This design comes from an exercise in tuning for small area, a short achievable clock period and few clock cycles per item on the open sky130 flow, not from production work.
In this exercise RTL edits were held to simulation tests only and were not proved equivalent to the original.
Power figures rest on the tool's default switching activity, not on a simulated workload.

<file path="constraint.sdc">
create_clock -name core_clock -period 6.5 [get_ports {i_clk}]
set_input_delay 1.3000 -clock core_clock [delete_from_list [all_inputs] [get_ports {i_clk}]]
set_output_delay 1.3000 -clock core_clock [all_outputs]
set_load 0.01 [all_outputs]
</file>
<file path="design.v">
`timescale 1ns / 1ps
package lcas_pkg;
    localparam int unsigned CFG_W = 10;
    typedef enum logic [1:0] {
        CFG_COLS = 2'd0,
        CFG_ROWS = 2'd1
    } t_cfg_idx;
    localparam int unsigned QUEUE_DEPTH = 6;
    localparam int unsigned QPTR_W      = $clog2(QUEUE_DEPTH);
    localparam int unsigned QCNT_W      = $clog2(QUEUE_DEPTH + 1);
    localparam logic [3:0] BIRTH_COUNT   = 4'd3;
    localparam logic [3:0] SURVIVE_COUNT = 4'd2;
    localparam int unsigned SEGS = 9;
    function automatic int unsigned seg_len(input int unsigned k);
        seg_len = (k == SEGS - 1) ? 251 : (1 << k) + 1;
    endfunction
endpackage
`timescale 1ns / 1ps
module lcas_ram (
    input  logic                      i_clk,
    input  logic                      i_en,
    input  logic [lcas_pkg::SEGS-1:0] i_sel,
    input  logic                      i_short,
    input  logic                      i_data,
    output logic                      o_data
);
    logic [lcas_pkg::SEGS:0] seg_in;
    assign seg_in[0] = i_data;
    for (genvar k = 0; k < lcas_pkg::SEGS; k++) begin : g_seg
        localparam int unsigned LEN = lcas_pkg::seg_len(k);
        logic [LEN-1:0] r_sh;
        always_ff @(posedge i_clk) begin
            if (i_en) begin
                r_sh[0] <= seg_in[k];
                for (int i = 1; i < LEN - 1; i++) begin
                    r_sh[i] <= r_sh[i-1];
                end
                r_sh[LEN-1] <= i_sel[k] ? r_sh[LEN-2] : seg_in[k];
            end
        end
        assign seg_in[k+1] = r_sh[LEN-1];
    end
    assign o_data = i_short ? seg_in[3] : seg_in[lcas_pkg::SEGS];
endmodule
`timescale 1ns / 1ps
module lcas_front (
    input  logic                      i_clk,
    input  logic                      i_rst_n,
    input  logic                      i_restart,
    input  logic [lcas_pkg::SEGS-1:0] i_sel,
    input  logic                      i_short,
    input  logic [9:0]                i_cols,
    input  logic [9:0]                i_rows,
    input  logic [9:0]                i_restart_cols,
    input  logic [9:0]                i_restart_rows,
    input  logic                      i_valid,
    input  logic                      i_alive,
    output logic                      o_push,
    output logic [1:0]                o_res
);
    logic [9:0] r_col_left;
    logic [9:0] r_row_left;
    logic       r_col_ge1;
    logic       r_col_ge2;
    logic       r_row_ge1;
    logic       r_row_ge2;
    logic       mid;
    logic       top;
    logic       col_end;
    logic       row_end;
    logic       push;
    logic [5:0] r_win;
    logic [8:0] cells;
    logic [3:0] cnt_a;
    logic [3:0] cnt_b;
    logic       eq2;
    logic       eq3;
    lcas_ram u_lane_a (
        .i_clk  (i_clk),
        .i_en   (i_valid),
        .i_sel  (i_sel),
        .i_short(i_short),
        .i_data (i_alive),
        .o_data (mid)
    );
    lcas_ram u_lane_b (
        .i_clk  (i_clk),
        .i_en   (i_valid),
        .i_sel  (i_sel),
        .i_short(i_short),
        .i_data (mid),
        .o_data (top)
    );
    assign col_end = &r_col_left;
    assign row_end = &r_row_left;
    always_ff @(posedge i_clk) begin
        if (!i_rst_n) begin
            r_col_left <= 10'd320;
            r_row_left <= 10'd320;
            r_col_ge1  <= 1'b0;
            r_col_ge2  <= 1'b0;
            r_row_ge1  <= 1'b0;
            r_row_ge2  <= 1'b0;
        end else if (i_restart) begin
            r_col_left <= i_restart_cols;
            r_row_left <= i_restart_rows;
            r_col_ge1  <= 1'b0;
            r_col_ge2  <= 1'b0;
            r_row_ge1  <= 1'b0;
            r_row_ge2  <= 1'b0;
        end else if (i_valid) begin
            if (col_end) begin
                r_col_left <= i_cols;
                r_col_ge1  <= 1'b0;
                r_col_ge2  <= 1'b0;
                if (row_end) begin
                    r_row_left <= i_rows;
                    r_row_ge1  <= 1'b0;
                    r_row_ge2  <= 1'b0;
                end else begin
                    r_row_left <= r_row_left - 10'd1;
                    r_row_ge1  <= 1'b1;
                    r_row_ge2  <= r_row_ge1;
                end
            end else begin
                r_col_left <= r_col_left - 10'd1;
                r_col_ge1  <= 1'b1;
                r_col_ge2  <= r_col_ge1;
            end
        end
    end
    assign push = i_valid && r_row_ge2 && r_col_ge2;
    always_ff @(posedge i_clk) begin
        if (i_valid) begin
            r_win <= {i_alive, mid, top, r_win[5:3]};
        end
    end
    assign cells = {i_alive, mid, top, r_win};
    function automatic logic [3:0] count4(input logic [3:0] x);
        logic [2:0] p;
        logic [2:0] q;
        p = {x[0] & x[1], x[0] ^ x[1], ~(x[0] | x[1])};
        q = {x[2] & x[3], x[2] ^ x[3], ~(x[2] | x[3])};
        count4[0] = p[0] & q[0];
        count4[1] = (p[0] & q[1]) | (p[1] & q[0]);
        count4[2] = (p[0] & q[2]) | (p[1] & q[1]) | (p[2] & q[0]);
        count4[3] = (p[1] & q[2]) | (p[2] & q[1]);
    endfunction
    assign cnt_a = count4(cells[3:0]);
    assign cnt_b = count4(cells[8:5]);
    assign eq3   = (cnt_a[0] & cnt_b[3]) | (cnt_a[1] & cnt_b[2]) |
                   (cnt_a[2] & cnt_b[1]) | (cnt_a[3] & cnt_b[0]);
    assign eq2   = (cnt_a[0] & cnt_b[2]) | (cnt_a[1] & cnt_b[1]) | (cnt_a[2] & cnt_b[0]);
    assign o_push = push;
    assign o_res  = {eq3 | (cells[4] & eq2), row_end && col_end};
endmodule
`timescale 1ns / 1ps
module lcas_queue (
    input  logic                          i_clk,
    input  logic                          i_rst_n,
    input  logic                          i_push,
    input  logic [1:0]                    i_data,
    input  logic                          i_pop,
    output logic [1:0]                    o_data,
    output logic                          o_empty,
    output logic [lcas_pkg::QCNT_W-1:0]   o_count
);
    logic [1:0]                  r_slot [lcas_pkg::QUEUE_DEPTH];
    logic [lcas_pkg::QPTR_W-1:0] r_wr_ptr;
    logic [lcas_pkg::QPTR_W-1:0] r_rd_ptr;
    logic [lcas_pkg::QCNT_W-1:0] r_count;
    logic [lcas_pkg::QCNT_W-1:0] n_count;
    always_ff @(posedge i_clk) begin
        if (i_push) begin
            r_slot[r_wr_ptr] <= i_data;
        end
    end
    always_comb begin
        n_count = r_count;
        if (i_push && !i_pop) begin
            n_count = r_count + lcas_pkg::QCNT_W'(1);
        end else if (!i_push && i_pop) begin
            n_count = r_count - lcas_pkg::QCNT_W'(1);
        end
    end
    always_ff @(posedge i_clk) begin
        if (!i_rst_n) begin
            r_wr_ptr <= '0;
            r_rd_ptr <= '0;
            r_count  <= '0;
        end else begin
            if (i_push) begin
                r_wr_ptr <= (r_wr_ptr == lcas_pkg::QPTR_W'(lcas_pkg::QUEUE_DEPTH - 1)) ?
                            '0 : r_wr_ptr + lcas_pkg::QPTR_W'(1);
            end
            if (i_pop) begin
                r_rd_ptr <= (r_rd_ptr == lcas_pkg::QPTR_W'(lcas_pkg::QUEUE_DEPTH - 1)) ?
                            '0 : r_rd_ptr + lcas_pkg::QPTR_W'(1);
            end
            r_count <= n_count;
        end
    end
    assign o_data       = r_slot[r_rd_ptr];
    assign o_empty      = (r_count == '0);
    assign o_count      = r_count;
endmodule
`timescale 1ns / 1ps
module lcas_back (
    input  logic       i_clk,
    input  logic       i_rst_n,
    input  logic       i_empty,
    input  logic [1:0] i_res,
    output logic       o_pop,
    output logic       o_res_valid,
    input  logic       i_res_stall,
    output logic       o_next_alive,
    output logic       o_tile_last
);
    logic r_valid;
    logic r_next_alive;
    logic r_tile_last;
    logic load;
    assign load  = !r_valid || !i_res_stall;
    assign o_pop = load && !i_empty;
    always_ff @(posedge i_clk) begin
        if (!i_rst_n) begin
            r_valid <= 1'b0;
        end else if (load) begin
            r_valid <= !i_empty;
        end
    end
    always_ff @(posedge i_clk) begin
        if (!i_rst_n) begin
            r_next_alive <= 1'b0;
            r_tile_last  <= 1'b0;
        end else if (o_pop) begin
            r_next_alive <= i_res[1];
            r_tile_last  <= i_res[0];
        end
    end
    assign o_res_valid  = r_valid;
    assign o_next_alive = r_next_alive;
    assign o_tile_last  = r_tile_last;
endmodule
`timescale 1ns / 1ps
module life_cell_automaton_stencil #(
    parameter int unsigned COLS_LIMIT = 512,
    parameter int unsigned MAX_ROWS   = 512
) (
    input  logic                       i_clk,
    input  logic                       i_rst_n,
    input  logic                       i_cfg_we,
    input  logic [1:0]                 i_cfg_index,
    input  logic [lcas_pkg::CFG_W-1:0] i_cfg_data,
    input  logic                       i_cell_valid,
    output logic                       o_cell_stall,
    input  logic                       i_cell_alive,
    output logic                       o_res_valid,
    input  logic                       i_res_stall,
    output logic                       o_next_alive,
    output logic                       o_tile_last
);
    logic [9:0]                  cfg_eff;
    logic                        wr_cols;
    logic                        wr_rows;
    logic [9:0]                  new_cols;
    logic [9:0]                  new_rows;
    logic [9:0]                  r_cols;
    logic [9:0]                  r_rows;
    logic                        short_len;
    logic                        long_len;
    logic [7:0]                  cols_m1;
    logic [7:0]                  cols_m7;
    logic [lcas_pkg::SEGS-1:0]   r_sel;
    logic                        r_short;
    logic                        restart;
    logic                        accept;
    logic                        r_valid;
    logic                        r_alive;
    logic                        r_stall;
    logic                        push;
    logic                        pop;
    logic [1:0]                  push_res;
    logic [1:0]                  head_res;
    logic                        q_empty;
    logic [lcas_pkg::QCNT_W-1:0] q_count;
    logic [31:0]                 q_base;
    logic                        stall_eq;
    logic                        stall_up;
    logic                        stall_dn;
    assign cfg_eff = (i_cfg_data == '0) ? 10'd1 :
                     (i_cfg_data > 10'(COLS_LIMIT)) ? 10'(COLS_LIMIT) : i_cfg_data;
    assign wr_cols = i_cfg_we && (i_cfg_index == lcas_pkg::CFG_COLS);
    assign wr_rows = i_cfg_we && (i_cfg_index == lcas_pkg::CFG_ROWS);
    assign restart = wr_cols || wr_rows;
    assign new_cols = wr_cols ? cfg_eff : r_cols;
    assign new_rows = wr_rows ? cfg_eff : r_rows;
    always_ff @(posedge i_clk) begin
        if (!i_rst_n) begin
            r_cols <= 10'd320;
            r_rows <= 10'd320;
        end else begin
            r_cols <= new_cols;
            r_rows <= new_rows;
        end
    end
    assign short_len = (r_cols <= 10'd8);
    assign long_len  = (r_cols >= 10'd263);
    assign cols_m1   = r_cols[7:0] - 8'd1;
    assign cols_m7   = r_cols[7:0] - 8'd7;
    always_ff @(posedge i_clk) begin
        r_short <= short_len;
        r_sel   <= {long_len, (short_len || long_len) ? cols_m1 : cols_m7};
    end
    assign accept       = i_cell_valid && !r_stall;
    assign o_cell_stall = r_stall;
    assign q_base   = 32'(q_count) + 32'(push);
    assign stall_eq = q_base >= 32'(lcas_pkg::QUEUE_DEPTH);
    assign stall_up = q_base >= 32'(lcas_pkg::QUEUE_DEPTH - 1);
    assign stall_dn = q_base >= 32'(lcas_pkg::QUEUE_DEPTH + 1);
    always_ff @(posedge i_clk) begin
        if (!i_rst_n) begin
            r_valid <= 1'b0;
            r_stall <= 1'b0;
        end else begin
            r_valid <= accept;
            if (pop) begin
                r_stall <= accept ? stall_eq : stall_dn;
            end else begin
                r_stall <= accept ? stall_up : stall_eq;
            end
        end
        r_alive <= i_cell_alive;
    end
    lcas_front u_front (
        .i_clk     (i_clk),
        .i_rst_n   (i_rst_n),
        .i_restart (restart),
        .i_sel     (r_sel),
        .i_short   (r_short),
        .i_cols    (r_cols),
        .i_rows    (r_rows),
        .i_restart_cols(new_cols),
        .i_restart_rows(new_rows),
        .i_valid   (r_valid),
        .i_alive   (r_alive),
        .o_push    (push),
        .o_res     (push_res)
    );
    lcas_queue u_queue (
        .i_clk       (i_clk),
        .i_rst_n     (i_rst_n),
        .i_push      (push),
        .i_data      (push_res),
        .i_pop       (pop),
        .o_data      (head_res),
        .o_empty     (q_empty),
        .o_count     (q_count)
    );
    lcas_back u_back (
        .i_clk       (i_clk),
        .i_rst_n     (i_rst_n),
        .i_empty     (q_empty),
        .i_res       (head_res),
        .o_pop       (pop),
        .o_res_valid (o_res_valid),
        .i_res_stall (i_res_stall),
        .o_next_alive(o_next_alive),
        .o_tile_last (o_tile_last)
    );
endmodule
</file>
<file path="standard.sh">
#!/bin/bash
# synth_recipe.tcl (not shown) runs the flow's synth.tcl, then flattens the netlist and writes it again
# the make line also repeats each setting of config.mk as NAME=value (left out here)
make -C /OpenROAD-flow-scripts/flow DESIGN_CONFIG=/design/flow/config.mk WORK_HOME=/design/flow/orfs CLKGATE_MAP_FILE= SYNTH_SCRIPT=/design/flow/synth_recipe.tcl "${@:-finish}"
</file>
<file path="config.mk">
export PLATFORM = sky130hd
export DESIGN_NAME = life_cell_automaton_stencil
export DESIGN_NICKNAME = life_cell_automaton_stencil
export VERILOG_FILES = /design/flow/design.v
export SDC_FILE = /design/flow/constraint.sdc
export NUM_CORES = 4
export LEC_CHECK = 0
export ABC_CLOCK_PERIOD_IN_PS = 2400
export CAP_MARGIN = 20
export CORE_MARGIN = 2
export CORE_UTILIZATION = 60
export CTS_CLUSTER_DIAMETER = 70
export CTS_CLUSTER_SIZE = 30
export SETUP_SLACK_MARGIN = 4.1
export SLEW_MARGIN = 20
</file>
<file path="flow/run.sh">
#!/bin/bash
# The standard layout, with two changes to the resizer's choices: port buffers
# are sky130_fd_sc_hd__buf_4 cells (the default choice may be a delay cell), and
# gate sizing may swap a cell for one of another footprint.
set -euo pipefail
bash standard.sh MATCH_CELL_FOOTPRINT=0 \
    "BUFFER_PORTS_ARGS=-buffer_cell sky130_fd_sc_hd__buf_4" \
    finish > flow_make.log 2>&1
</file>
==> results of run 1 <==
state kept, by name, summed over array words and instances (netlist names), 3 cells and up:
register	cells
u_queue.r_count	3
u_queue.r_wr_ptr	3
u_front.r_row_left	10
r_rows	10
u_queue.r_slot	12
u_front.u_lane_a.g_seg.r_sh	514
u_queue.r_rd_ptr	3
u_front.u_lane_b.g_seg.r_sh	514
r_cols	10
u_front.r_col_left	10
u_front.r_win	4
r_sel	9
stage by stage:
step	setup TNS, ns	util	area [um^2]	hold slack [ns]	power [mW]
2_1_floorplan	-1466.07	-	35600	0.400	8.92
3_3_place_gp	0	0.624	36700	0.402	8.99
3_5_place_dp	0	0.624	36700	0.405	9.00
4_1_cts	0	0.652	38300	0.410	12.6
5_1_grt	0	0.655	38500	0.414	12.9
6_report	0	0.655	38500	0.410	12.4
final timing paths:
path | from | to
max | u_back.r_tile_last$_SDFFE_PN0P_ | o_tile_last
min | u_front.u_lane_a.g_seg[4].r_sh[4]$_DFFE_PP_ | u_front.u_lane_a.g_seg[4].r_sh[5]$_DFFE_PP_
max reg2reg | r_cols[1]$_SDFF_PN0_ | r_sel[4]$_DFF_P_
min reg2reg | u_front.u_lane_a.g_seg[4].r_sh[4]$_DFFE_PP_ | u_front.u_lane_a.g_seg[4].r_sh[5]$_DFFE_PP_
power by group through the flow:
stage	registers, mW	clock network (mW)	logic [mW]
floorplan	8.70	0	0.219
global placement	8.56	0	0.422
detailed placement	8.57	0	0.436
CTS	8.42	3.69	0.460
global route	8.45	3.91	0.526
finish	8.41	3.52	0.473
cell usage after synthesis (9+ instances only):
library cell / instances / area share
edfxtp_1: 1044 / 0.88
nand2_1: 48 / 0.0051
nor4_1: 9 / 0.0016
nor2_1: 48 / 0.0051
nor2b_1: 10 / 0.0018
xor2_1: 10 / 0.0025
inv_1: 20 / 0.0021
clkbuf_1: 23 / 0.0024
nor3_1: 13 / 0.0018
nand2b_1: 12 / 0.0021
mux2i_1: 14 / 0.0039
a21oi_1: 35 / 0.0049
o21ai_0: 24 / 0.0034
nand3_1: 13 / 0.0018
mux2_2: 18 / 0.0057
ha_1: 17 / 0.0060
dfxtp_1: 69 / 0.039
layer usage:
metal  wire [um]  GRT usage  vias up
met5           0          0        -
li1            -          -     6229
met4        1060     0.0449        0
met2       19000      0.200      211
met1       24000      0.249     6929
met3        1650     0.0233       68
layout make-up:
type | count | area, um^2
sequential | 1113 | 32800
fill | 3827 | 20300
multi-input combinational | 392 | 2750
clock buffer | 56 | 1250
tap | 773 | 967
timing repair buffer | 44 | 463
clock inverter | 21 | 224
inverter | 21 | 82.6
repair_timing:
item,CTS,global route
gates cloned,1,0
endpoints found under the setup margin,326,107
gates resized for setup,31,13
buffers inserted,4,6
pin swaps,1,7
kinds of logic (layout without fill, tap and decap cells):
family | Yosys count | count (layout) | share of synthesized area
buffers and inverters | 47 | 142 | 0.00504
flip-flops | 1113 | 1113 | 0.921
AND/OR/NAND/NOR | 200 | 200 | 0.0287
multiplexers | 34 | 34 | 0.0109
AO/OA/AOI/OAI | 121 | 121 | 0.0223
adder cells (fa/ha/maj) | 19 | 19 | 0.00712
XOR/XNOR | 18 | 18 | 0.00444
==> flow_summary.yaml, run 1 <==
status:
  status: "no timing/DRC/antenna violations"
clocking:
  cts.sinks: 1113
  cts_buffers: 47
  cts.clk_slew.worst_paths_ns: 0.11
  cts_tree: "yes"
  cts_hold_buf: 0
  htree_levels: 2
  clk_path_buf_depth: 3
  clkLatencyLatePin_ns: 0.62
  clock-root-buffer: "clkbuf_16"
route:
  drc: 0
  antenna_left: 0
  first_pass_iters: 5
  wirelength_mm: 45.7
  vias: 13400
  routed_via_density: 5.55
  wl_per_cell_um: 18.9
  drt_first_iter_violations: 1188
die:
  core-area_um2: 58800
  boundaryPins: 22
  die_h_um: 247
  rows: 89
  initial_core_util: 0.604
  die_area_um2: 61200
  die_w_um: 247
synth:
  syn-cell-area_um2: 35500
  synth_cell_types: 60
  ys_seq_area_frac: 0.921
  syn-num-nets: 1589
  postSynthCellCount: 1552
  synth-edff-count: 1044
  ys_ff_latch: 1113
  avgSynthCellArea_um2: 22.9
  ys.flop_type: "edfxtp_1"
  yosysWarnings: 5
  async_reset_ff_frac: 0
setup_path:
  cp_top_family: "flip-flops"
  path_class: "reg2out"
  slowest_stage: "dfxtp_4"
  max_stage_delay_ns: 0.38
  cp-start-kind: "flip-flop"
  crit_chain: "buf_6"
  path_buf_inv: 1
  crit_path_max_fanout: 2
  cp_num_cells: 1
  crit_required_ns: 5.20
  end_kind: "primary output"
  arrival_ns: 1.11
  r2r_cells: 7
  reg2reg_setup_slack_ns: 4.17
pwr:
  leakagePower_nw: 12.3
  sequentialPowerShare: 0.678
  power_density_nw_per_um2: 322
  p_int_mw: 9.90
  worst_ir_drop_vdd_uv: 344
  combPwrFrac: 0.038
  p_clk_frac: 0.284
  p_sw_frac: 0.202
  total_switching_power_mw: 2.51
timing:
  min_period_ns: 2.41
  tightestPinTransition_ns: 1.15
  fin_crit_sh: 0.371
  fin_ws_ns: 4.09
  grt_setup_unrepaired: "true"
  fmax_mhz: 415
  fin_skew_ns: 0.0163
  relSlewSlack: 0.234
  slew_viol_final: 0
  setup_viol_count_final: 0
  hold_violations: 0
global_route:
  gr-total-overflow: 0
  grt_pass1_wl_mm: 70.4
  antenna_found_initial: 1
  track_usage: 0.148
  grt_max_degree: 226
  grt_pass1_vias: 12700
flow_run:
  drv_cap: 0
place:
  dp_slack_ns: 3.18
  gp_congestion: 0.802
  port_buffers: 21
  place_inst: 2331
  dp_hpwl_mm: 22.3
layout:
  final_common_cell: "edfxtp_1"
  layout.cells.non_filler: 2420
  final_cell_mix: "edfxtp_1, dfxtp_1, clkbuf_16"
  area_delta_synth_final_pct: 8.37
  final_nets: 1656
  drive_gt1_frac: 0.104
  diodes: 0
min_path:
  whs_path_depth: 0
  worst_hold_path_type: "reg2reg"
Testbench counts, summed over its fixed seeds: cycles 105,305, items 93,099.
==> inputs of run 2 (changes only) <==
--- a/config.mk
+++ b/config.mk
@@ -5,6 +5,7 @@
 export SDC_FILE = /design/flow/constraint.sdc
 export NUM_CORES = 4
 export LEC_CHECK = 0
+export ABC_AREA = 1
 export ABC_CLOCK_PERIOD_IN_PS = 2400
 export CAP_MARGIN = 20
 export CORE_MARGIN = 2
==> flow_summary.yaml, run 2 <==
global_route:
  track_usage: 0.145
  grt_max_degree: 219
  antenna_found_initial: 0
  gr-total-overflow: 0
  grt_pass1_wl_mm: 70.3
  grt_pass1_vias: 12800
synth:
  ys_ff_latch: 1113
  synth-edff-count: 1044
  ys_seq_area_frac: 0.915
  syn-cell-area_um2: 35800
  synth.area.mux_share: 0.00441
  synth_cell_types: 40
  ys.flop_type: "edfxtp_1"
  synth_area_leaders: "edfxtp_1, dfxtp_1, nand2_1"
  synth_top_area_share: 0.877
  synth_compound_area_frac: 0.0144
  synth-simple-area-share: 0.0444
  yosys.area_share.xor_xnor: 0.00294
  async_reset_ff_frac: 0
  yosysMostFrequentCell: "edfxtp_1"
  ys_top_cells_by_count: "edfxtp_1, nand2_1, nand3_1, inv_1, dfxtp_1"
  synthAdderAreaFrac: 0.00707
  syn-num-nets: 1734
  avgSynthCellArea_um2: 21.1
  synth_top_family_by_area: "simple AND/OR/NAND/NOR gates"
  yosysWarnings: 5
  postSynthCellCount: 1697
  yosys.area.top_type: "edfxtp_1"
layout:
  area_delta_synth_final_pct: 8.31
  final_cell_mix: "edfxtp_1, nand2_1, inv_1"
  final_nets: 1808
  n_fill_cell: 3892
  drive_gt1_frac: 0.0891
  top_regs: "u_front.u_lane_a.g_seg.r_sh x514, u_front.u_lane_b.g_seg.r_sh x514, u_queue.r_slot x12"
  final_common_cell: "edfxtp_1"
  diodes: 0
  multiInputGateArea_um2: 2670
  ff_latch_area_um2: 32700
min_path:
  worst_hold_path_type: "reg2reg"
setup_path:
  path_buf_inv: 1
  path_class: "reg2out"
  cp_top_family: "flip-flops"
  crit_required_ns: 5.20
  cp-start-kind: "flip-flop"
  slowest_stage: "dfxtp_2"
  max_stage_delay_ns: 0.36
  crit_chain: "buf_6"
  crit_path_max_fanout: 3
  arrival_ns: 1.07
  end_kind: "primary output"
timing:
  finalSetupTns_ns: 0
  fin_crit_sh: 0.365
  grt_setup_unrepaired: "true"
  fin_skew_ns: 0.0190
  setup_viol_count_final: 0
  slew_viol_final: 0
  tightestPinTransition_ns: 0.835
  relSlewSlack: 0.443
  min_period_ns: 2.37
  fmax_mhz: 422
  holdWs_ns: 0.413
  hold_violations: 0
die:
  initial_core_util: 0.606
  die_w_um: 248
  die_h_um: 248
  rows: 89
  boundaryPins: 22
  die_area_um2: 61600
  core-area_um2: 59000
pwr:
  p_clk_frac: 0.287
  combPwrFrac: 0.042
  leakagePower_nw: 12.8
  total_power_mw: 12.6
  p_int_mw: 10.0
  p_sw_frac: 0.207
  power_density_nw_per_um2: 326
  sequentialPowerShare: 0.671
  total_switching_power_mw: 2.62
  worst_ir_drop_vdd_uv: 326
clocking:
  cts.clk_slew.worst_paths_ns: 0.10
  clk_path_buf_depth: 3
  cts.sinks: 1113
  htree_levels: 2
  clkLatencyLatePin_ns: 0.62
  clock-root-buffer: "clkbuf_16"
  cts_buffers: 49
  cts_hold_buf: 0
  cts_tree: "yes"
place:
  dp_hpwl_mm: 22.0
  port_buffers: 21
  gp_congestion: 0.838
route:
  wirelength_mm: 45.5
  drc: 0
  wl_per_cell_um: 17.7
  routed_via_density: 5.36
  vias: 13800
  first_pass_iters: 5
  drt_first_iter_violations: 1172
  antenna_left: 0
status:
  status: "no timing/DRC/antenna violations"
flow_run:
  drv_cap: 0
[run 2: cell count changes after synthesis, moves of 10 or more]
cell      previous run  this run
mux2i_1             14         0
nor2_1              48        59
nor2b_1             10         0
nor3_1              13         3
clkbuf_1            23         3
a21boi_0             0        11
nand2b_1            12         0
nand2_1             48       164
inv_1               20        79
nand3_1             13        84
[run 2: path summary, 6_finish.rpt]
kind	start	endpoint	slack (ns)	cells past startpoint
max reg2reg	r_cols[3]$_SDFF_PN0_	r_sel[7]$_DFF_P_	4.39	9
min	u_front.u_lane_a.g_seg[8].r_sh[238]$_DFFE_PP_	u_front.u_lane_a.g_seg[8].r_sh[239]$_DFFE_PP_	0.41	0
min reg2reg	u_front.u_lane_a.g_seg[8].r_sh[238]$_DFFE_PP_	u_front.u_lane_a.g_seg[8].r_sh[239]$_DFFE_PP_	0.41	0
max	r_stall$_SDFF_PN0_	o_cell_stall	4.13	1
[run 2: what timing repair did]
action | CTS | global route
pin swaps | 0 | 1
setup endpoints to repair | 483 | 390
gates cloned | 1 | 2
gates resized for setup | 15 | 2
setup buffers | 1 | 3
endpoints found under the hold margin | 0 | 0
[run 2: logic make-up after synthesis]
group	after synthesis
multiplexers	14
adder cells (fa/ha/maj)	19
AND/OR/NAND/NOR	348
XOR/XNOR	12
flip-flops	1113
buffers and inverters	101
AO/OA/AOI/OAI	90
[run 2: power groups by stage]
stage / Clock [mW] / Combinational (mW) / Sequential, mW
after detailed placement: 0 / 0.501 / 8.65
after global routing: 4.02 / 0.604 / 8.52
after global placement: 0 / 0.484 / 8.65
after floorplan: 0 / 0.240 / 8.83
final: 3.62 / 0.534 / 8.48
after CTS: 3.78 / 0.521 / 8.50
[run 2: layer usage]
layer / track usage / vias up / wire [um]
met5: 0 / - / 0
met4: 0.0431 / 0 / 974
met3: 0.0249 / 73 / 1870
met2: 0.191 / 232 / 18800
met1: 0.251 / 6937 / 23900
li1: - / 6520 / -
[run 2: per-stage QoR]
stage               cells  utilization  worst slack [ns]  cell area [um^2]
finish               2569        0.656              4.13             38700
global route         2569        0.656              4.08             38700
CTS                  2563        0.654              4.04             38600
detailed placement   2485        0.626              3.29             37000
global placement     2485        0.626              3.36             37000
floorplan            1697            -             -3.20             35800
[run 2: area by class of cell]
cell class                      count  share of cell area
Multi-Input combinational cell    484              0.0690
Clock buffer                       52              0.0330
Clock inverter                     24             0.00695
Inverter                           87             0.00843
Timing Repair Buffer               36              0.0122
Tap cell                          773              0.0250
Sequential cell                  1113               0.845
==> inputs of run 3 (changes only) <==
--- a/config.mk
+++ b/config.mk
@@ -5,12 +5,11 @@
 export SDC_FILE = /design/flow/constraint.sdc
 export NUM_CORES = 4
 export LEC_CHECK = 0
-export ABC_AREA = 1
 export ABC_CLOCK_PERIOD_IN_PS = 2400
 export CAP_MARGIN = 20
 export CORE_MARGIN = 2
 export CORE_UTILIZATION = 60
 export CTS_CLUSTER_DIAMETER = 70
-export CTS_CLUSTER_SIZE = 30
+export CTS_CLUSTER_SIZE = 36
 export SETUP_SLACK_MARGIN = 4.1
 export SLEW_MARGIN = 20
==> flow_summary.yaml, run 3 <==
setup_path:
  crit_path_max_fanout: 2
  crit_chain: "buf_6"
  max_stage_delay_ns: 0.38
  arrival_ns: 1.11
  cp_num_cells: 1
  r2r-end: "r_sel[4]$_DFF_P_"
  crit_required_ns: 5.20
  r2r-start: "r_cols[5]$_SDFF_PN0_"
  end_kind: "primary output"
  path_class: "reg2out"
  slowest_stage: "dfxtp_4"
  cp-start-kind: "flip-flop"
  reg2reg_setup_slack_ns: 4.16
  cp_top_family: "flip-flops"
  path_buf_inv: 1
  cp-endpoint: "o_next_alive"
  r2r_cells: 7
  crit_start: "u_back.r_next_alive$_SDFFE_PN0P_"
synth:
  syn-num-nets: 1589
  ys_seq_area_frac: 0.921
  postSynthCellCount: 1552
  yosysMostFrequentCell: "edfxtp_1"
  yosysWarnings: 5
  synth_area_leaders: "edfxtp_1, dfxtp_1, ha_1"
  ys.flop_type: "edfxtp_1"
  yosys.area.top_type: "edfxtp_1"
  ys_ff_latch: 1113
  ys_top_cells_by_count: "edfxtp_1, dfxtp_1, nand2_1, nor2_1, a21oi_1"
  async_reset_ff_frac: 0
  synth-edff-count: 1044
  avgSynthCellArea_um2: 22.9
  synth_top_area_share: 0.883
  syn-cell-area_um2: 35500
  synth_cell_types: 60
pwr:
  power_density_nw_per_um2: 326
  leakagePower_nw: 12.4
  worst_ir_drop_vdd_uv: 364
route:
  routed_via_density: 5.56
  drc: 0
  wl_per_cell_um: 18.8
  drt_first_iter_violations: 1163
  wirelength_mm: 45.6
  first_pass_iters: 5
  antenna_left: 0
  vias: 13500
timing:
  tightestPinTransition_ns: 1.19
  fmax_mhz: 416
  slew_viol_final: 0
  relSlewSlack: 0.204
  hold_violations: 0
  fin_crit_sh: 0.370
  holdWs_ns: 0.404
  setup_viol_count_final: 0
  min_period_ns: 2.41
  grt_setup_unrepaired: "true"
  fin_skew_ns: 0.0299
layout:
  diodes: 0
  multiInputGateArea_um2: 2750
  post-route-util: 0.657
  final_common_cell: "edfxtp_1"
  top_regs: "u_front.u_lane_a.g_seg.r_sh x514, u_front.u_lane_b.g_seg.r_sh x514, u_queue.r_slot x12"
  final_nets: 1654
  ff_latch_area_um2: 32800
  n_fill_cell: 3816
  layout.cells.non_filler: 2425
  drive_gt1_frac: 0.111
  area_delta_synth_final_pct: 8.82
  final_cell_mix: "edfxtp_1, dfxtp_1, nand2_1"
min_path:
  worst_hold_path_type: "reg2reg"
clocking:
  cts.clk_slew.worst_paths_ns: 0.11
  htree_levels: 2
  cts_tree: "yes"
  clk_path_buf_depth: 3
  clock-root-buffer: "clkbuf_16"
  cts_hold_buf: 0
  clkLatencyLatePin_ns: 0.63
  cts_buffers: 46
  cts.sinks: 1113
place:
  place_inst: 2331
  gp_congestion: 0.802
  dp_hpwl_mm: 22.3
  port_buffers: 21
die:
  die_w_um: 247
  initial_core_util: 0.604
  core-area_um2: 58800
  die_h_um: 247
  rows: 89
  boundaryPins: 22
  die_area_um2: 61200
status:
  status: "no timing/DRC/antenna violations"
global_route:
  antenna_found_initial: 1
  grt_pass1_wl_mm: 70.6
  grt_pass1_vias: 12700
  track_usage: 0.148
  gr-total-overflow: 0
  grt_max_degree: 226
flow_run:
  drv_cap: 0
## run 3: cell count changes after synthesis, sizes merged, moves of 11 or more
cell	previous run	this run
nand2	167	48
inv	85	20
nor2	67	48
clkbuf	3	23
nand2b	0	12
a21boi	11	0
nand3	88	13
mux2i	0	14
## run 3: how the worst min path moves through the flow
stage | startpoint | endpoint | slack, ns | cells after the start
after detailed placement | u_front.u_lane_a.g_seg[4].r_sh[4]$_DFFE_PP_ | u_front.u_lane_a.g_seg[4].r_sh[5]$_DFFE_PP_ | 0.40 | 0
after global routing | u_front.u_lane_a.g_seg[8].r_sh[214]$_DFFE_PP_ | u_front.u_lane_a.g_seg[8].r_sh[215]$_DFFE_PP_ | 0.42 | 0
final | u_front.u_lane_b.g_seg[3].r_sh[6]$_DFFE_PP_ | u_front.u_lane_b.g_seg[3].r_sh[7]$_DFFE_PP_ | 0.40 | 0
after CTS | u_front.u_lane_b.g_seg[3].r_sh[6]$_DFFE_PP_ | u_front.u_lane_b.g_seg[3].r_sh[7]$_DFFE_PP_ | 0.40 | 0
after global placement | u_front.u_lane_a.g_seg[6].r_sh[60]$_DFFE_PP_ | u_front.u_lane_a.g_seg[6].r_sh[61]$_DFFE_PP_ | 0.40 | 0
after floorplan | u_front.u_lane_a.g_seg[1].r_sh[0]$_DFFE_PP_ | u_front.u_lane_a.g_seg[1].r_sh[1]$_DFFE_PP_ | 0.40 | 0
## run 3: final cells by class
type / instances / share of cell area
clock buffer: 47 / 0.0299
clock inverter: 36 / 0.0128
inverter: 21 / 0.00214
multi-input combinational: 392 / 0.0712
sequential: 1113 / 0.847
tap: 773 / 0.0250
timing repair buffer: 43 / 0.0116
## run 3: kinds of logic after synthesis
kind of cell,Yosys count,share of synthesized area
flops,1113,0.921
fa+ha+maj,19,0.00712
mux,34,0.0109
simple gates,200,0.0287
compound gates,121,0.0223
buf+inv,47,0.00504
xor+xnor,18,0.00444
## run 3: worst register-to-register path, cell delays in order (launching register included)
cell and delay, ns:
dfxtp_4 0.38, nor4_4 0.28, nand2_1 0.09, a21o_1 0.18, or2_4 0.27, fa_1 0.43, a211oi_2 0.31, xor2_1 0.30
## run 3: through the flow
| step | TNS (ns) | instance area [um^2] | total power [mW] | worst slack, ns |
|---|---|---|---|---|
| 6_report | 0 | 38700 | 12.6 | 4.09 |
| 3_3_place_gp | 0 | 36700 | 8.99 | 3.26 |
| 5_1_grt | 0 | 38700 | 13.1 | 4.05 |
| 2_1_floorplan | -1466.07 | 35600 | 8.92 | -2.78 |
| 4_1_cts | 0 | 38500 | 12.7 | 4.04 |
| 3_5_place_dp | 0 | 36700 | 9.00 | 3.18 |
## run 3: per-layer routing
| metal | part of all wire | global-route usage | vias up |
|---|---|---|---|
| li1 | - | - | 6236 |
| met5 | 0 | 0 | - |
| met3 | 0.041 | 0.0259 | 71 |
| met1 | 0.52 | 0.251 | 6976 |
| met2 | 0.42 | 0.200 | 209 |
| met4 | 0.022 | 0.0389 | 0 |
## run 3: power breakdown
| part | switching, mW | internal [mW] | total, mW |
|---|---|---|---|
| Clock | 2.21 | 1.49 | 3.70 |
| Combinational | 0.299 | 0.170 | 0.470 |
| Sequential | 0.160 | 8.25 | 8.41 |
## run 3: what timing repair did
action | CTS | global route
pin swaps | 1 | 7
endpoints found under the setup margin | 321 | 17
setup buffers | 4 | 5
gates resized for setup | 32 | 11
cloned | 1 | 0
==> inputs of run 4 (changes only) <==
--- a/config.mk
+++ b/config.mk
@@ -9,7 +9,7 @@
 export CAP_MARGIN = 20
 export CORE_MARGIN = 2
 export CORE_UTILIZATION = 60
-export CTS_CLUSTER_DIAMETER = 70
-export CTS_CLUSTER_SIZE = 36
+export CTS_CLUSTER_DIAMETER = 60
+export CTS_CLUSTER_SIZE = 24
 export SETUP_SLACK_MARGIN = 4.1
 export SLEW_MARGIN = 20
==> flow_summary.yaml, run 4 <==
layout:
  drive_gt1_frac: 0.107
  final_cell_mix: "edfxtp_1, clkbuf_16, dfxtp_1"
  layout.cells.non_filler: 2435
  final_nets: 1666
  area_delta_synth_final_pct: 9.10
  diodes: 0
  fin_area_um2: 38800
  top_regs: "u_front.u_lane_a.g_seg.r_sh x514, u_front.u_lane_b.g_seg.r_sh x514, u_queue.r_slot x12"
  post-route-util: 0.659
  final_common_cell: "edfxtp_1"
synth:
  yosysMostFrequentCell: "edfxtp_1"
  async_reset_ff_frac: 0
  synth-edff-count: 1044
  yosys.area_share.xor_xnor: 0.00444
  ys_top_cells_by_count: "edfxtp_1, dfxtp_1, nand2_1, nor2_1, a21oi_1"
  yosys.area.top_type: "edfxtp_1"
  synth-simple-area-share: 0.0287
  synth_top_area_share: 0.883
  ys.flop_type: "edfxtp_1"
  synthAdderAreaFrac: 0.00712
  avgSynthCellArea_um2: 22.9
  syn-num-nets: 1589
  postSynthCellCount: 1552
  syn-cell-area_um2: 35500
  synth_compound_area_frac: 0.0223
  yosysWarnings: 5
  synth_area_leaders: "edfxtp_1, dfxtp_1, ha_1"
  ys_seq_area_frac: 0.921
  synth.area.mux_share: 0.0109
  synth_cell_types: 60
  ys_ff_latch: 1113
  synth_top_family_by_area: "simple AND/OR/NAND/NOR gates"
setup_path:
  crit_start: "u_back.r_tile_last$_SDFFE_PN0P_"
  cp-endpoint: "o_tile_last"
  reg2reg_setup_slack_ns: 4.16
  end_kind: "primary output"
  cp-start-kind: "flip-flop"
  crit_path_max_fanout: 2
  crit_chain: "buf_6"
  path_class: "reg2out"
  max_stage_delay_ns: 0.37
  arrival_ns: 1.11
  r2r-start: "r_cols[5]$_SDFF_PN0_"
  cp_top_family: "flip-flops"
  slowest_stage: "dfxtp_4"
  r2r-end: "r_sel[4]$_DFF_P_"
  cp_num_cells: 1
  crit_required_ns: 5.20
  r2r_cells: 7
  path_buf_inv: 1
route:
  drt_first_iter_violations: 1276
  vias: 13500
  antenna_left: 0
  first_pass_iters: 8
  wirelength_mm: 46.1
  wl_per_cell_um: 18.9
  routed_via_density: 5.56
  drc: 0
timing:
  setup_viol_count_final: 0
  min_period_ns: 2.41
  grt_setup_unrepaired: "true"
  tightestPinTransition_ns: 1.19
  relSlewSlack: 0.207
  hold_violations: 0
  slew_viol_final: 0
  fin_crit_sh: 0.371
  fin_skew_ns: 0.0125
  fmax_mhz: 415
clocking:
  cts.sinks: 1113
  clk_path_buf_depth: 3
  clock-root-buffer: "clkbuf_16"
  cts.clk_slew.worst_paths_ns: 0.09
  htree_levels: 2
  cts_buffers: 57
  clkLatencyLatePin_ns: 0.62
  cts_tree: "yes"
flow_run:
  drv_cap: 0
global_route:
  use_met1: 0.255
  track_usage: 0.150
  use_met3: 0.0237
  grt_max_degree: 226
  gr-total-overflow: 0
  grt_pass1_wl_mm: 71.3
  grt.busiest_layer: "met1"
  grt_pass1_vias: 12800
  use_met2: 0.199
  antenna_found_initial: 1
pwr:
  power_density_nw_per_um2: 329
  leakagePower_nw: 12.5
  worst_ir_drop_vdd_uv: 285
min_path:
  worst_hold_path_type: "reg2reg"
place:
  port_buffers: 21
  place_inst: 2331
  placed_cell_area_um2: 36700
  gp_congestion: 0.802
  dp_hpwl_mm: 22.3
die:
  die_h_um: 247
  core-area_um2: 58800
  initial_core_util: 0.604
  die_area_um2: 61200
  rows: 89
  boundaryPins: 22
  die_w_um: 247
status:
  status: "no timing/DRC/antenna violations"
-- run 4: cell types whose count changed in the layout (fill, tap and decap cells not counted), sizes merged --
cell | before | now
clkbuf | 48 | 74
clkinv | 15 | 8
clkinvlp | 3 | 4
buf | 42 | 43
inv | 38 | 27
-- run 4: cell families (layout without fill, tap and decap cells) --
kind of cell / Yosys count / count (layout)
adder cells (fa/ha/maj): 19 / 19
multiplexers: 34 / 34
flip-flops: 1113 / 1113
buffers and inverters: 47 / 157
AO/OA/AOI/OAI: 121 / 121
XOR/XNOR: 18 / 18
AND/OR/NAND/NOR: 200 / 200
-- run 4: cell type report --
type,count,area [um^2]
fillers,3791,20000
clock buffers,73,1540
repair buffers,44,459
clock inverters,19,203
flip-flops and latches,1113,32800
inverters,21,82.6
multi-input cells,392,2750
well taps,773,967
-- run 4: through the flow --
step | hold WS [ns] | TNS, ns | setup slack (ns) | power [mW]
4_1_cts | 0.412 | 0 | 4.03 | 12.9
3_5_place_dp | 0.405 | 0 | 3.18 | 9.00
6_report | 0.416 | 0 | 4.09 | 12.7
3_3_place_gp | 0.402 | 0 | 3.26 | 8.99
5_1_grt | 0.423 | 0 | 4.04 | 13.2
2_1_floorplan | 0.400 | -1466.07 | -2.78 | 8.92
-- run 4: per-layer routing --
metal	vias up	share of wire
met2	238	0.41
met5	-	0
met3	72	0.037
li1	6261	-
met4	0	0.024
met1	6970	0.53
-- run 4: worst register-to-register path, delay by kind of cell, from the launching register on --
kind	cells	cell delay (ns)
AO/OA/AOI/OAI	2	0.49
AND/OR/NAND/NOR	3	0.65
XOR/XNOR	1	0.30
flip-flops	1	0.38
adder cells (fa/ha/maj)	1	0.43
-- run 4: timing repair --
action | 4_1_cts | 5_1_grt
pin swaps | 2 | 7
hold buffers | 0 | 0
setup buffers | 3 | 7
gates resized for setup | 31 | 11
endpoints found under the setup margin | 320 | 17
gates cloned | 1 | 0
-- run 4: where the power goes --
part	internal [mW]	total, mW	switching (mW)
Combinational	0.171	0.471	0.301
Sequential	8.25	8.41	0.159
Clock	1.75	3.85	2.10
Total	10.2	12.7	2.56
-- run 4: worst min-delay path by stage --
stage                                                              from                                            end  slack (ns)  cells past startpoint
final                      u_front.u_lane_b.g_seg[7].r_sh[44]$_DFFE_PP_   u_front.u_lane_b.g_seg[7].r_sh[45]$_DFFE_PP_        0.42                      0
after global routing      u_front.u_lane_b.g_seg[8].r_sh[241]$_DFFE_PP_  u_front.u_lane_b.g_seg[8].r_sh[242]$_DFFE_PP_        0.42                      0
after CTS                   u_front.u_lane_b.g_seg[3].r_sh[6]$_DFFE_PP_    u_front.u_lane_b.g_seg[3].r_sh[7]$_DFFE_PP_        0.41                      0
after detailed placement    u_front.u_lane_a.g_seg[4].r_sh[4]$_DFFE_PP_    u_front.u_lane_a.g_seg[4].r_sh[5]$_DFFE_PP_        0.40                      0
after global placement     u_front.u_lane_a.g_seg[6].r_sh[60]$_DFFE_PP_   u_front.u_lane_a.g_seg[6].r_sh[61]$_DFFE_PP_        0.40                      0
after floorplan             u_front.u_lane_a.g_seg[1].r_sh[0]$_DFFE_PP_    u_front.u_lane_a.g_seg[1].r_sh[1]$_DFFE_PP_        0.40                      0
==> inputs of run 5 (changes only) <==
--- a/config.mk
+++ b/config.mk
@@ -5,11 +5,12 @@
 export SDC_FILE = /design/flow/constraint.sdc
 export NUM_CORES = 4
 export LEC_CHECK = 0
+export ABC_AREA = 1
 export ABC_CLOCK_PERIOD_IN_PS = 2400
 export CAP_MARGIN = 20
 export CORE_MARGIN = 2
-export CORE_UTILIZATION = 60
-export CTS_CLUSTER_DIAMETER = 60
+export CORE_UTILIZATION = 70
+export CTS_CLUSTER_DIAMETER = 55
 export CTS_CLUSTER_SIZE = 24
 export SETUP_SLACK_MARGIN = 4.1
 export SLEW_MARGIN = 20
==> flow_summary.yaml, run 5 <==
synth:
  ys_top_cells_by_count: "edfxtp_1, nand2_1, nand3_1, inv_1, dfxtp_1"
  synth_top_area_share: 0.877
  yosys.area.top_type: "edfxtp_1"
  postSynthCellCount: 1697
  yosysMostFrequentCell: "edfxtp_1"
  ys.flop_type: "edfxtp_1"
  synth_area_leaders: "edfxtp_1, dfxtp_1, nand2_1"
  synth_cell_types: 40
  async_reset_ff_frac: 0
  avgSynthCellArea_um2: 21.1
  syn-num-nets: 1734
  syn-cell-area_um2: 35800
  ys_seq_area_frac: 0.915
  ys_ff_latch: 1113
  synth-edff-count: 1044
  yosysWarnings: 5
global_route:
  antenna_found_initial: 3
  gr-total-overflow: 0
  grt_pass1_wl_mm: 82.1
  track_usage: 0.206
  grt_max_degree: 235
  grt_pass1_vias: 14100
timing:
  tightestPinTransition_ns: 0.926
  hold_violations: 0
  min_period_ns: 2.37
  relSlewSlack: 0.383
  fin_skew_ns: 0.0367
  fmax_mhz: 422
  fin_crit_sh: 0.365
  slew_viol_final: 0
  setup_viol_count_final: 0
  holdWs_ns: 0.401
  grt_setup_unrepaired: "true"
  fin_ws_ns: 4.13
die:
  die_w_um: 230
  die_h_um: 230
  boundaryPins: 22
  rows: 82
  core-area_um2: 50300
  initial_core_util: 0.711
  die_area_um2: 52900
layout:
  final_nets: 1820
  post-route-util: 0.771
  drive_gt1_frac: 0.0933
  top_regs: "u_front.u_lane_a.g_seg.r_sh x514, u_front.u_lane_b.g_seg.r_sh x514, u_queue.r_slot x12"
  final_cell_mix: "edfxtp_1, nand2_1, inv_1"
  final_common_cell: "edfxtp_1"
  area_delta_synth_final_pct: 8.46
place:
  gp_congestion: 0.829
  dp_hpwl_mm: 23.4
  dp_slack_ns: 3.32
  port_buffers: 21
clocking:
  cts_buffers: 58
  clock-root-buffer: "clkbuf_16"
  cts_hold_buf: 0
  clk_path_buf_depth: 3
  clkLatencyLatePin_ns: 0.66
  cts.sinks: 1113
  cts_tree: "yes"
  htree_levels: 2
  cts.clk_slew.worst_paths_ns: 0.11
min_path:
  min-delay-start: "u_front.u_lane_b.g_seg[8].r_sh[51]$_DFFE_PP_"
  whs_path_depth: 0
  whs_endpoint: "u_front.u_lane_b.g_seg[8].r_sh[52]$_DFFE_PP_"
  worst_hold_path_type: "reg2reg"
route:
  drc: 0
  wirelength_mm: 54.5
  antenna_left: 0
  routed_via_density: 5.80
  drt_first_iter_violations: 1633
  wl_per_cell_um: 22.0
  vias: 14400
  first_pass_iters: 6
setup_path:
  crit_required_ns: 5.20
  max_stage_delay_ns: 0.35
  cp_top_family: "flip-flops"
  arrival_ns: 1.07
  crit_path_max_fanout: 2
  crit_chain: "buf_6"
  r2r_cells: 2
  path_buf_inv: 1
  end_kind: "primary output"
  slowest_stage: "dfxtp_2"
  cp-start-kind: "flip-flop"
  reg2reg_setup_slack_ns: 4.26
  r2r-start: "r_valid$_SDFF_PN0_"
  r2r-end: "u_front.u_lane_a.g_seg[5].r_sh[18]$_DFFE_PP_"
  path_class: "reg2out"
pwr:
  worst_ir_drop_vdd_uv: 221
  power_density_nw_per_um2: 335
  leakagePower_nw: 12.9
status:
  status: "no timing/DRC/antenna violations"
flow_run:
  drv_cap: 0
[run 5: how the worst max path moves through the flow]
| stage | start | endpoint | slack, ns | cells after the start |
|---|---|---|---|---|
| after floorplan | r_valid$_SDFF_PN0_ | u_queue.r_count[2]$_SDFFE_PN0P_ | -3.20 | 10 |
| after global placement | i_cfg_index[1] | u_front.r_row_left[8]$_SDFFE_PN1P_ | 3.41 | 9 |
| after detailed placement | i_cfg_index[1] | r_rows[0]$_SDFF_PN0_ | 3.32 | 7 |
| after CTS | r_stall$_SDFF_PN0_ | o_cell_stall | 4.09 | 1 |
| after global routing | r_valid$_SDFF_PN0_ | u_queue.r_count[2]$_SDFFE_PN0P_ | 4.08 | 10 |
| final | r_stall$_SDFF_PN0_ | o_cell_stall | 4.13 | 1 |
[run 5: layout make-up]
cell class	instances	area, um^2
Sequential cell	1113	32700
Timing Repair Buffer	39	462
Multi-Input combinational cell	484	2670
Fill cell	2635	11500
Tap cell	672	841
Clock inverter	23	239
Antenna cell	1	2.50
Inverter	87	327
Clock buffer	65	1500
[run 5: kinds of logic after synthesis]
logic type               count (synthesis)  share of synthesized area
multiplexers                            14                    0.00441
buffers and inverters                  101                     0.0114
AO/OA/AOI/OAI                           90                     0.0144
flip-flops                            1113                      0.915
AND/OR/NAND/NOR                        348                     0.0444
XOR/XNOR                                12                    0.00294
adder cells (fa/ha/maj)                 19                    0.00707
[run 5: routing by layer]
metal | GRT usage | share of wire | vias up
met3 | 0.0296 | 0.057 | 79
met4 | 0.0502 | 0.017 | 0
li1 | - | - | 6542
met5 | 0 | 0 | -
met1 | 0.319 | 0.45 | 7350
met2 | 0.321 | 0.48 | 446
[run 5: timing repair]
action                                 in CTS  in global routing
pin swaps                                   0                  2
resized for setup                          16                  0
cloned                                      1                  1
endpoints found under the hold margin       0                  0
setup endpoints to repair                 702                 77
setup buffers                               4                  5
[run 5: power breakdown]
group          internal, mW  leakage (nW)  switching [mW]  total [mW]
combinational         0.161          1.74           0.383       0.545
clock                  1.74         0.846            2.20        3.94
sequential             8.33          10.4           0.191        8.52
total                  10.2          12.9            2.78        13.0
[run 5: stage by stage]
stage / power (mW) / instance area, um^2 / instances / TNS, ns
global route: 13.5 / 38800 / 2483 / 0
CTS: 13.1 / 38700 / 2476 / 0
global placement: 9.13 / 36800 / 2383 / 0
floorplan: 9.07 / 35800 / 1697 / -1464.59
detailed placement: 9.16 / 36800 / 2383 / 0
finish: 13.0 / 38800 / 2484 / 0
[run 5: worst reg2reg max path, cell delays in order (launching register included)]
cell	delay, ns
dfxtp_4	0.57
buf_16	0.61
buf_6	0.68
==> inputs of run 6 (changes only) <==
--- a/config.mk
+++ b/config.mk
@@ -9,8 +9,8 @@
 export ABC_CLOCK_PERIOD_IN_PS = 2400
 export CAP_MARGIN = 20
 export CORE_MARGIN = 2
-export CORE_UTILIZATION = 70
-export CTS_CLUSTER_DIAMETER = 55
-export CTS_CLUSTER_SIZE = 24
+export CORE_UTILIZATION = 65
+export CTS_CLUSTER_DIAMETER = 65
+export CTS_CLUSTER_SIZE = 28
 export SETUP_SLACK_MARGIN = 4.1
 export SLEW_MARGIN = 20
==> flow_summary.yaml, run 6 <==
clocking:
  clkLatencyLatePin_ns: 0.62
  clk_path_buf_depth: 3
  cts_buffers: 51
  cts.clk_slew.worst_paths_ns: 0.10
  cts.sinks: 1113
  clock-root-buffer: "clkbuf_16"
  htree_levels: 2
  cts_tree: "yes"
global_route:
  grt_pass1_vias: 12900
  gr-total-overflow: 0
  grt_max_degree: 225
  track_usage: 0.158
  antenna_found_initial: 0
  grt_pass1_wl_mm: 70.2
die:
  initial_core_util: 0.661
  die_area_um2: 56900
  core-area_um2: 54100
  rows: 85
  die_w_um: 239
  die_h_um: 239
  boundaryPins: 22
setup_path:
  cp-start-kind: "flip-flop"
  crit_path_max_fanout: 2
  path_buf_inv: 1
  crit_required_ns: 5.20
  r2r-end: "u_front.u_lane_b.g_seg[8].r_sh[53]$_DFFE_PP_"
  r2r_cells: 2
  crit_chain: "buf_6"
  slowest_stage: "dfxtp_2"
  r2r-start: "r_valid$_SDFF_PN0_"
  arrival_ns: 1.05
  max_stage_delay_ns: 0.33
  cp_top_family: "flip-flops"
  end_kind: "primary output"
  crit_start: "u_back.r_next_alive$_SDFFE_PN0P_"
  path_class: "reg2out"
  reg2reg_setup_slack_ns: 4.26
pwr:
  p_sw_frac: 0.202
  worst_ir_drop_vdd_uv: 325
  p_clk_frac: 0.283
  sequentialPowerShare: 0.675
  p_int_mw: 10.0
  combPwrFrac: 0.042
  power_density_nw_per_um2: 326
  total_switching_power_mw: 2.54
  leakagePower_nw: 12.8
route:
  first_pass_iters: 5
  wirelength_mm: 44.7
  drc: 0
  routed_via_density: 5.51
  drt_first_iter_violations: 1128
  wl_per_cell_um: 17.9
  vias: 13700
  antenna_left: 0
timing:
  slew_viol_final: 0
  min_period_ns: 2.35
  hold_violations: 0
  fin_crit_sh: 0.362
  tightestPinTransition_ns: 0.885
  grt_setup_unrepaired: "false"
  fin_skew_ns: 0.0196
  relSlewSlack: 0.409
  setup_viol_count_final: 0
  fmax_mhz: 426
  finalSetupTns_ns: 0
layout:
  final_common_cell: "edfxtp_1"
  drive_gt1_frac: 0.0874
  area_delta_synth_final_pct: 7.82
  final_nets: 1810
  post-route-util: 0.712
  diodes: 0
  top_regs: "u_front.u_lane_a.g_seg.r_sh x514, u_front.u_lane_b.g_seg.r_sh x514, u_queue.r_slot x12"
  final_cell_mix: "edfxtp_1, nand2_1, inv_1"
synth:
  synth_cell_types: 40
  avgSynthCellArea_um2: 21.1
  yosysMostFrequentCell: "edfxtp_1"
  syn-cell-area_um2: 35800
  ys_seq_area_frac: 0.915
  synth_area_leaders: "edfxtp_1, dfxtp_1, nand2_1"
  yosys.area.top_type: "edfxtp_1"
  ys.flop_type: "edfxtp_1"
  ys_ff_latch: 1113
  synth_top_area_share: 0.877
  async_reset_ff_frac: 0
  yosysWarnings: 5
  synth-edff-count: 1044
  ys_top_cells_by_count: "edfxtp_1, nand2_1, nand3_1, inv_1, dfxtp_1"
  syn-num-nets: 1734
  postSynthCellCount: 1697
place:
  gp_congestion: 0.824
  dp_hpwl_mm: 22.1
  port_buffers: 21
flow_run:
  drv_cap: 0
min_path:
  worst_hold_path_type: "reg2reg"
  whs_path_depth: 0
  min-delay-start: "u_front.u_lane_a.g_seg[3].r_sh[4]$_DFFE_PP_"
  whs_endpoint: "u_front.u_lane_a.g_seg[3].r_sh[5]$_DFFE_PP_"
status:
  status: "no timing/DRC/antenna violations"
run 6: changes by cell type in the layout (fill, tap and decap cells not counted), moves of 2 or more:
| cell | delta |
|---|---|
| buf_6 | -3 |
| clkbuf_16 | -8 |
| clkinv_2 | -3 |
| clkinv_8 | -2 |
| inv_8 | +3 |
run 6: per-stage QoR:
step	power (mW)	setup slack (ns)	hold WS, ns	cells	cell area, um^2
final	12.6	4.15	0.407	2492	38600
after global routing	13.1	4.11	0.402	2492	38600
after CTS	12.7	4.11	0.401	2487	38500
after detailed placement	9.15	3.31	0.405	2408	36900
after global placement	9.13	3.44	0.401	2408	36900
after floorplan	9.07	-3.20	0.400	1697	35800
run 6: worst max path at each step:
stage                     depth (start not counted)                                  to
after floorplan                                  10     u_queue.r_count[2]$_SDFFE_PN0P_
after global placement                            9  u_front.r_row_left[8]$_SDFFE_PN1P_
after detailed placement                          7                r_rows[2]$_SDFF_PN0_
after CTS                                         1                        o_next_alive
after global routing                              1                         o_tile_last
final                                             1                        o_next_alive
run 6: what timing repair did:
action / CTS / global route
cloned: 1 / 1
setup buffers: 2 / 3
pin swaps: 0 / 2
endpoints found under the setup margin: 549 / 310
hold buffers: 0 / 0
resized for setup: 10 / 2
run 6: per-layer routing:
metal / GRT usage / vias up / share of wire
met1: 0.268 / 6925 / 0.52
met2: 0.214 / 215 / 0.41
met3: 0.0252 / 64 / 0.038
met4: 0.0487 / 0 / 0.023
met5: 0 / - / 0
li1: - / 6519 / -
run 6: kinds of logic after synthesis:
logic type | after synthesis | share of synthesized area
and+or+nand+nor | 348 | 0.0444
DFF | 1113 | 0.915
buffers and inverters | 101 | 0.0114
adders and majority gates | 19 | 0.00707
AOI/OAI and AO/OA | 90 | 0.0144
muxes | 14 | 0.00441
xor gates and xnor gates | 12 | 0.00294
run 6: power by group through the flow:
stage	Clock (mW)	Combinational, mW	Sequential (mW)
after floorplan	0	0.240	8.83
after global routing	3.94	0.597	8.53
final	3.56	0.529	8.49
after CTS	3.71	0.522	8.50
after detailed placement	0	0.507	8.64
after global placement	0	0.483	8.65
run 6: cell type report:
cell class / count / area [um^2]
clock buffers: 56 / 1290
clock inverters: 20 / 223
fillers: 3214 / 15600
inverters: 87 / 327
multi-input cells: 484 / 2680
flip-flops and latches: 1113 / 32700
well taps: 696 / 871
repair buffers: 36 / 420
==> inputs of run 7 (changes only) <==
--- a/config.mk
+++ b/config.mk
@@ -10,6 +10,7 @@
 export CAP_MARGIN = 20
 export CORE_MARGIN = 2
 export CORE_UTILIZATION = 65
+export CTS_BUF_LIST = sky130_fd_sc_hd__clkbuf_8 sky130_fd_sc_hd__clkbuf_16
 export CTS_CLUSTER_DIAMETER = 65
 export CTS_CLUSTER_SIZE = 28
 export SETUP_SLACK_MARGIN = 4.1
==> flow_summary.yaml, run 7 <==
status:
  status: "no timing/DRC/antenna violations"
die:
  core-area_um2: 54100
  boundaryPins: 22
  die_w_um: 239
  die_h_um: 239
  die_area_um2: 56900
  initial_core_util: 0.661
  rows: 85
layout:
  diodes: 0
  drive_gt1_frac: 0.0874
  final_common_cell: "edfxtp_1"
  final_nets: 1810
  multiInputGateArea_um2: 2680
  fin_area_um2: 38600
  n_fill_cell: 3214
  post-route-util: 0.712
  layout.cells.non_filler: 2492
  ff_latch_area_um2: 32700
  top_regs: "u_front.u_lane_a.g_seg.r_sh x514, u_front.u_lane_b.g_seg.r_sh x514, u_queue.r_slot x12"
  final_cell_mix: "edfxtp_1, nand2_1, inv_1"
  area_delta_synth_final_pct: 7.82
route:
  first_pass_iters: 4
  vias: 13700
  wl_per_cell_um: 17.9
  wirelength_mm: 44.6
  drc: 0
  routed_via_density: 5.50
  drt_first_iter_violations: 1074
  antenna_left: 0
global_route:
  antenna_found_initial: 0
  grt_max_degree: 225
  gr-total-overflow: 0
  grt_pass1_wl_mm: 70.2
  grt_pass1_vias: 12900
  track_usage: 0.158
timing:
  fin_ws_ns: 4.15
  hold_violations: 0
  setup_viol_count_final: 0
  fin_skew_ns: 0.0222
  fin_crit_sh: 0.362
  slew_viol_final: 0
  fmax_mhz: 425
  relSlewSlack: 0.420
  holdWs_ns: 0.407
  tightestPinTransition_ns: 0.869
  finalSetupTns_ns: 0
  min_period_ns: 2.35
  grt_setup_unrepaired: "false"
setup_path:
  cp_top_family: "flip-flops"
  cp-start-kind: "flip-flop"
  slowest_stage: "dfxtp_2"
  max_stage_delay_ns: 0.33
  reg2reg_setup_slack_ns: 4.27
  crit_required_ns: 5.20
  end_kind: "primary output"
  path_buf_inv: 1
  arrival_ns: 1.05
  crit_path_max_fanout: 2
  crit_chain: "buf_6"
  path_class: "reg2out"
clocking:
  cts_tree: "yes"
  clock-root-buffer: "clkbuf_16"
  cts_hold_buf: 0
  clkLatencyLatePin_ns: 0.62
  htree_levels: 2
  cts.sinks: 1113
  cts_buffers: 51
  cts.clk_slew.worst_paths_ns: 0.10
  clk_path_buf_depth: 3
place:
  dp_slack_ns: 3.31
  port_buffers: 21
  place_inst: 2408
  placed_cell_area_um2: 36900
  dp_hpwl_mm: 22.1
  gp_congestion: 0.824
synth:
  synth-edff-count: 1044
  synth_top_area_share: 0.877
  ys_seq_area_frac: 0.915
  synth_area_leaders: "edfxtp_1, dfxtp_1, nand2_1"
  syn-num-nets: 1734
  syn-cell-area_um2: 35800
  avgSynthCellArea_um2: 21.1
  yosysWarnings: 5
  yosysMostFrequentCell: "edfxtp_1"
  synth_cell_types: 40
  ys_top_cells_by_count: "edfxtp_1, nand2_1, nand3_1, inv_1, dfxtp_1"
  postSynthCellCount: 1697
  ys.flop_type: "edfxtp_1"
  yosys.area.top_type: "edfxtp_1"
  async_reset_ff_frac: 0
  ys_ff_latch: 1113
flow_run:
  drv_cap: 0
pwr:
  worst_ir_drop_vdd_uv: 325
  power_density_nw_per_um2: 326
  leakagePower_nw: 12.8
  total_power_mw: 12.6
min_path:
  worst_hold_path_type: "reg2reg"
==> run 7: logic make-up (layout without fill, tap and decap cells) <==
| kind of cell | after synthesis | count (layout) | share of synthesized area |
|---|---|---|---|
| DFF | 1113 | 1113 | 0.915 |
| AOI/OAI and AO/OA | 90 | 90 | 0.0144 |
| adders and majority gates | 19 | 19 | 0.00707 |
| muxes | 14 | 14 | 0.00441 |
| xor gates and xnor gates | 12 | 12 | 0.00294 |
| buffers and inverters | 101 | 199 | 0.0114 |
| and+or+nand+nor | 348 | 349 | 0.0444 |
==> run 7: layout make-up <==
type                    instances  area share
repair buffers                 36      0.0109
inverters                      87     0.00847
clock buffers                  51      0.0331
clock inverters                25     0.00626
well taps                     696      0.0226
flip-flops and latches       1113       0.849
multi-input cells             484      0.0695
==> run 7: power by group <==
group | switching (mW) | internal [mW]
Clock | 2.00 | 1.55
Sequential | 0.161 | 8.32
Combinational | 0.374 | 0.154
==> run 7: final timing paths <==
check | start | endpoint | cells past startpoint
worst max-delay path | u_back.r_tile_last$_SDFFE_PN0P_ | o_tile_last | 1
worst min-delay path | u_front.u_lane_a.g_seg[3].r_sh[4]$_DFFE_PP_ | u_front.u_lane_a.g_seg[3].r_sh[5]$_DFFE_PP_ | 0
worst max register to register | r_valid$_SDFF_PN0_ | u_front.u_lane_b.g_seg[8].r_sh[53]$_DFFE_PP_ | 2
worst min register to register | u_front.u_lane_a.g_seg[3].r_sh[4]$_DFFE_PP_ | u_front.u_lane_a.g_seg[3].r_sh[5]$_DFFE_PP_ | 0
==> run 7: repair_timing <==
action | 4_1_cts | 5_1_grt
pin swaps | 0 | 2
gates resized for setup | 10 | 2
gates cloned | 1 | 1
setup buffers | 2 | 3
endpoints found under the setup margin | 549 | 322
==> run 7: layer usage <==
metal	global-route usage	part of all wire
met3	0.0252	0.041
met1	0.268	0.52
met5	0	0
met4	0.0487	0.024
met2	0.214	0.41

-- re-timing with driven ports --
The flow's constraints put no driver on any port. The routed layouts listed below were extracted and timed again, unchanged, in two steps.
Step 1 (the two cells are an assumption about what drives the block):
set clk [get_ports {i_clk}]
set_driving_cell -lib_cell sky130_fd_sc_hd__clkbuf_16 $clk
set_driving_cell -lib_cell sky130_fd_sc_hd__buf_2 [delete_from_list [all_inputs] $clk]
Step 2, shift: input delay + t, output delay - t, t = (earliest + latest rising clock arrival at the registers) / 2. This alone moves slack from input paths to output paths.
Three values: ideal ports, drivers, drivers and shift; two values: the first two.
| run | t, ns | setup WS [ns] | worst setup path after step 2 | latest minus earliest clock arrival (ns) | worst slew at a driven data input, ns |
|---|---|---|---|---|---|
| run 1 | 0.670 | 4.089 / 4.032 / 3.583 | input to register | 0.024 / 0.024 | 0.03 |
| run 2 | 0.665 | 4.130 / 4.074 / 3.595 | input to register | 0.021 / 0.021 | 0.03 |
| run 3 | 0.672 | 4.095 / 4.036 / 3.575 | input to register | 0.031 / 0.032 | 0.03 |
| run 4 | 0.680 | 4.090 / 4.029 / 3.584 | input to register | 0.017 / 0.017 | 0.03 |
| run 5 | 0.697 | 4.129 / 4.069 / 3.551 | input to register | 0.046 / 0.047 | 0.04 |
| run 6 | 0.667 | 4.150 / 4.089 / 3.621 | input to register | 0.031 / 0.031 | 0.03 |
| run 7 | 0.667 | 4.150 / 4.088 / 3.620 | input to register | 0.030 / 0.031 | 0.03 |
After both steps every run listed still meets setup and hold. The setup slack of run 5, which loses most, moves by -0.060 ns with the drivers and by -0.578 ns with both steps.
